From an optimization exercise on the open Yosys and OpenROAD flow, aimed at small area and a short achievable clock period; shortcuts taken in it are not production practice.
In this exercise RTL edits were held to simulation tests only and were not proved equivalent to the original.
Power figures rest on the tool's default switching activity, not on a simulated workload.

## old
==> module rf_sel, before the edit <==
module rf_sel (
   input  logic        rst,
   input  logic        we,
   input  logic [4:0]  wr_addr,
   input  logic [4:0]  rd_addr1,
   input  logic [4:0]  rd_addr2,
   input  logic        en1,    
   input  logic        en2,    
   output logic [31:1] ld,
   output logic [31:1] ld_n,
   output logic [31:1] s1,
   output logic [31:1] s2
);
   logic [4:0] wa_n, ra1_n, ra2_n;
   logic       rst_n;
   logic [3:0] wh_n, h1_n, h2_n;
   logic [7:0] wl_n, l1_n, l2_n;
   for (genvar b = 0; b < 5; b++) begin : g_inv
      rf_inv u_w (.a(wr_addr[b]),  .y(wa_n[b]));
      rf_inv u_1 (.a(rd_addr1[b]), .y(ra1_n[b]));
      rf_inv u_2 (.a(rd_addr2[b]), .y(ra2_n[b]));
   end
   rf_inv u_rst (.a(rst), .y(rst_n));
   rf_pre2 u_wh (.en(we),  .f(wr_addr[4:3]),  .f_n(wa_n[4:3]),  .y_n(wh_n));
   rf_pre3 u_wl (          .f(wr_addr[2:0]),  .f_n(wa_n[2:0]),  .y_n(wl_n));
   rf_pre2  u_h1 (.en(en1), .f(rd_addr1[4:3]), .f_n(ra1_n[4:3]), .y_n(h1_n));
   rf_pre3 u_l1 (          .f(rd_addr1[2:0]), .f_n(ra1_n[2:0]), .y_n(l1_n));
   rf_pre2e2 u_h2 (.en_a(en1), .en_b(en2), .f(rd_addr2[4:3]), .f_n(ra2_n[4:3]), .y_n(h2_n));
   rf_pre3 u_l2 (          .f(rd_addr2[2:0]), .f_n(ra2_n[2:0]), .y_n(l2_n));
   for (genvar i = 1; i < 32; i++) begin : g_r
      logic wen;
      rf_o21ai u_ld (.a1(wh_n[i/8]), .a2(wl_n[i%8]), .b1(rst_n), .y(ld[i]));
      rf_o21a  u_ln (.a1(wh_n[i/8]), .a2(wl_n[i%8]), .b1(rst_n), .y(ld_n[i]));
      rf_nor2  u_we (.a(wh_n[i/8]), .b(wl_n[i%8]), .y(wen));
      rf_nor3  u_s1 (.a(h1_n[i/8]), .b(l1_n[i%8]), .c(wen), .y(s1[i]));
      rf_nor3  u_s2 (.a(h2_n[i/8]), .b(l2_n[i%8]), .c(wen), .y(s2[i]));
   end
endmodule
==> module banco_registros_p, before the edit <==
module banco_registros_p #(
   parameter int DATA_W = 32,
   parameter int NREG   = 32,
   parameter int REG_AW = 5
) (
   input  logic              clk,
   input  logic              rst,
   input  logic              we,
   input  logic [REG_AW-1:0] wr_addr,
   input  logic [DATA_W-1:0] wr_data,
   input  logic [REG_AW-1:0] rd_addr1,
   input  logic [REG_AW-1:0] rd_addr2,
   input  logic              load,      
   input  logic              imm_sel,   
   input  logic [DATA_W-1:0] imm,
   input  logic [DATA_W-1:0] q1,        
   input  logic [DATA_W-1:0] q2,
   output logic [DATA_W-1:0] nxt1,      
   output logic [DATA_W-1:0] nxt2
);
   logic [NREG-1:1][DATA_W-1:0] regs;
   logic [NREG-1:1]             ld, ld_n, s1, s2;
   logic [NREG-1:1][DATA_W-1:0] nx;
   logic                        en2, b1, b2, x2, h, wr_nz;
   logic [DATA_W-1:0]           wdat;
   assign en2 = !imm_sel;
   assign x2  = load && imm_sel;
   assign h   = !load;
   rf_sel u_sel (
      .rst(rst), .we(we), .wr_addr(wr_addr), .rd_addr1(rd_addr1),
      .rd_addr2(rd_addr2), .en1(load), .en2(en2), .ld(ld), .ld_n(ld_n), .s1(s1), .s2(s2)
   );
   assign wr_nz = we && (wr_addr != '0);
   rf_byp u_b1 (.en(wr_nz && load),        .a(wr_addr), .b(rd_addr1), .y(b1));
   rf_byp u_b2 (.en(wr_nz && load && en2), .a(wr_addr), .b(rd_addr2), .y(b2));
   assign wdat = wr_data & {DATA_W{!rst}};
   for (genvar i = 1; i < NREG; i++) begin : g_nx
      for (genvar b = 0; b < DATA_W; b++) begin : g_b
         rf_a22o u_mx (.a1(regs[i][b]), .a2(ld_n[i]), .b1(wdat[b]), .b2(ld[i]), .y(nx[i][b]));
      end
   end
   always_ff @(posedge clk) begin
      regs <= nx;
   end
   for (genvar b = 0; b < DATA_W; b++) begin : g_rd
      logic [NREG-1:1] d;
      for (genvar i = 1; i < NREG; i++) begin : g_d
         assign d[i] = regs[i][b];
      end
      rf_rdbit1 u_rd1 (
         .s(s1), .d(d), .b(b1), .wd(wr_data[b]), .h(h), .q(q1[b]), .y(nxt1[b])
      );
      rf_rdbit2 u_rd2 (
         .s(s2), .d(d), .b(b2), .wd(wr_data[b]), .x(x2), .imm(imm[b]),
         .h(h), .q(q2[b]), .y(nxt2[b])
      );
   end
endmodule
export LEC_CHECK = 0
export ABC_CLOCK_PERIOD_IN_PS = 1000
export CAP_MARGIN = 20
export CORE_MARGIN = 2
export CORE_UTILIZATION = 55
export CTS_BUF_LIST = sky130_fd_sc_hd__clkbuf_8 sky130_fd_sc_hd__clkbuf_4
export SETUP_SLACK_MARGIN = 2.6
export SLEW_MARGIN = 20
export SYNTH_HIERARCHICAL = 1
create_clock -name core_clock -period 5.0 [get_ports {clk}]
standard.sh (not shown) runs the stock make flow with config.mk's settings and CLKGATE_MAP_FILE= SYNTH_SCRIPT=/design/flow/synth_recipe.tcl, a recipe that flattens the netlist after the stock synthesis.
==> flow/flow/run.sh <==
#!/bin/bash
# The standard layout (the standard.sh, standard synthesis unchanged), with
# these placement, resizing and clock-tree settings changed:
#  - input and output ports are buffered with buf_2 instead of the buffer
#    buffer_ports picks by itself (a delay cell on this platform);
#  - the resizer may change a cell to one of another footprint;
#  - clock-tree synthesis clusters up to 14 sinks per leaf buffer and inserts
#    no dummy loads (clock buffers from the same list as config.mk's).
# make's full output goes to flow_make.log in this folder; ORFS keeps each
# tool's own log under orfs/logs/.
set -euo pipefail
bash standard.sh \
  MATCH_CELL_FOOTPRINT=0 \
  "BUFFER_PORTS_ARGS=-buffer_cell sky130_fd_sc_hd__buf_2" \
  "CTS_ARGS=-sink_clustering_enable -repair_clock_nets -dont_use_dummy_load -sink_clustering_size 14 -sink_clustering_max_diameter 50 -buf_list {sky130_fd_sc_hd__clkbuf_8 sky130_fd_sc_hd__clkbuf_4}" \
  finish > flow_make.log 2>&1
> inputs changed (old -> new)
--- a/flow/design.v
+++ b/flow/design.v
@@ -116,12 +116,12 @@
    input  logic [4:0]  rd_addr1,
    input  logic [4:0]  rd_addr2,
    input  logic        en1,    
    input  logic        en2,    
-   output logic [31:1] ld,
-   output logic [31:1] ld_n,
-   output logic [31:1] s1,
-   output logic [31:1] s2
+   output logic [1:0][31:1] ld,
+   output logic [1:0][31:1] ld_n,
+   output logic [1:0][31:1] s1,
+   output logic [1:0][31:1] s2
 );
    logic [4:0] wa_n, ra1_n, ra2_n;
    logic       rst_n;
    logic [3:0] wh_n, h1_n, h2_n;
@@ -139,13 +139,15 @@
    rf_pre2e2 u_h2 (.en_a(en1), .en_b(en2), .f(rd_addr2[4:3]), .f_n(ra2_n[4:3]), .y_n(h2_n));
    rf_pre3 u_l2 (          .f(rd_addr2[2:0]), .f_n(ra2_n[2:0]), .y_n(l2_n));
    for (genvar i = 1; i < 32; i++) begin : g_r
       logic wen;
-      rf_o21ai u_ld (.a1(wh_n[i/8]), .a2(wl_n[i%8]), .b1(rst_n), .y(ld[i]));
-      rf_o21a  u_ln (.a1(wh_n[i/8]), .a2(wl_n[i%8]), .b1(rst_n), .y(ld_n[i]));
       rf_nor2  u_we (.a(wh_n[i/8]), .b(wl_n[i%8]), .y(wen));
-      rf_nor3  u_s1 (.a(h1_n[i/8]), .b(l1_n[i%8]), .c(wen), .y(s1[i]));
-      rf_nor3  u_s2 (.a(h2_n[i/8]), .b(l2_n[i%8]), .c(wen), .y(s2[i]));
+      for (genvar c = 0; c < 2; c++) begin : g_c
+         rf_o21ai u_ld (.a1(wh_n[i/8]), .a2(wl_n[i%8]), .b1(rst_n), .y(ld[c][i]));
+         rf_o21a  u_ln (.a1(wh_n[i/8]), .a2(wl_n[i%8]), .b1(rst_n), .y(ld_n[c][i]));
+         rf_nor3  u_s1 (.a(h1_n[i/8]), .b(l1_n[i%8]), .c(wen), .y(s1[c][i]));
+         rf_nor3  u_s2 (.a(h2_n[i/8]), .b(l2_n[i%8]), .c(wen), .y(s2[c][i]));
+      end
    end
 endmodule
 module rf_andor8 (
    input  logic [7:0] s,
@@ -222,9 +224,9 @@
    output logic [DATA_W-1:0] nxt1,      
    output logic [DATA_W-1:0] nxt2
 );
    logic [NREG-1:1][DATA_W-1:0] regs;
-   logic [NREG-1:1]             ld, ld_n, s1, s2;
+   logic [1:0][NREG-1:1]        ld, ld_n, s1, s2;
    logic [NREG-1:1][DATA_W-1:0] nx;
    logic                        en2, b1, b2, x2, h, wr_nz;
    logic [DATA_W-1:0]           wdat;
    assign en2 = !imm_sel;
@@ -239,9 +241,10 @@
    rf_byp u_b2 (.en(wr_nz && load && en2), .a(wr_addr), .b(rd_addr2), .y(b2));
    assign wdat = wr_data & {DATA_W{!rst}};
    for (genvar i = 1; i < NREG; i++) begin : g_nx
       for (genvar b = 0; b < DATA_W; b++) begin : g_b
-         rf_a22o u_mx (.a1(regs[i][b]), .a2(ld_n[i]), .b1(wdat[b]), .b2(ld[i]), .y(nx[i][b]));
+         rf_a22o u_mx (.a1(regs[i][b]), .a2(ld_n[b/16][i]), .b1(wdat[b]), .b2(ld[b/16][i]),
+                       .y(nx[i][b]));
       end
    end
    always_ff @(posedge clk) begin
       regs <= nx;
@@ -251,12 +254,12 @@
       for (genvar i = 1; i < NREG; i++) begin : g_d
          assign d[i] = regs[i][b];
       end
       rf_rdbit1 u_rd1 (
-         .s(s1), .d(d), .b(b1), .wd(wr_data[b]), .h(h), .q(q1[b]), .y(nxt1[b])
+         .s(s1[b/16]), .d(d), .b(b1), .wd(wr_data[b]), .h(h), .q(q1[b]), .y(nxt1[b])
       );
       rf_rdbit2 u_rd2 (
-         .s(s2), .d(d), .b(b2), .wd(wr_data[b]), .x(x2), .imm(imm[b]),
+         .s(s2[b/16]), .d(d), .b(b2), .wd(wr_data[b]), .x(x2), .imm(imm[b]),
          .h(h), .q(q2[b]), .y(nxt2[b])
       );
    end
 endmodule
### Flow results
- Delta(synthesized cell count, new - old) > 0
- Clock power share: higher on new
- Share of final layout cell area taken by clock buffers and inverters: new vs old — no meaningful difference
- Cell area on new is behind old.
- As of new, power after layout had risen slightly compared to old.
- Of new and old, it is new that has the higher largest net degree at the start of global routing.

[re-timing with driven ports]
In the flow no input, the clock included, has a driving cell. The finished layouts below were timed again as built, in two steps.
Step 1: set_driving_cell puts a clkbuf_16 on clk and a buf_2 on each other input, an assumption about the parent block.
Step 2, shift: input delay + t, output delay - t, t = (earliest + latest rising clock arrival at the registers) / 2. This alone moves slack from input paths to output paths.
a / b / c = no drivers / after step 1 / after step 2; a / b = the first two.
| run | t, ns | setup slack, ns | worst hold slack (ns) | latest minus earliest clock arrival (ns) | worst slew at a driven data input, ns |
|---|---|---|---|---|---|
| old | 0.805 | 2.521 / 2.346 / 1.540 | 0.446 / 0.398 / 0.471 | 0.099 / 0.099 | 0.27 |
| new | 0.801 | 2.455 / 2.477 / 1.676 | 0.430 / 0.386 / 0.468 | 0.093 / 0.093 | 0.17 |
After both steps every run listed still meets setup and hold. The setup slack of old, which loses most, moves by -0.175 ns with the drivers and by -0.981 ns with both steps.
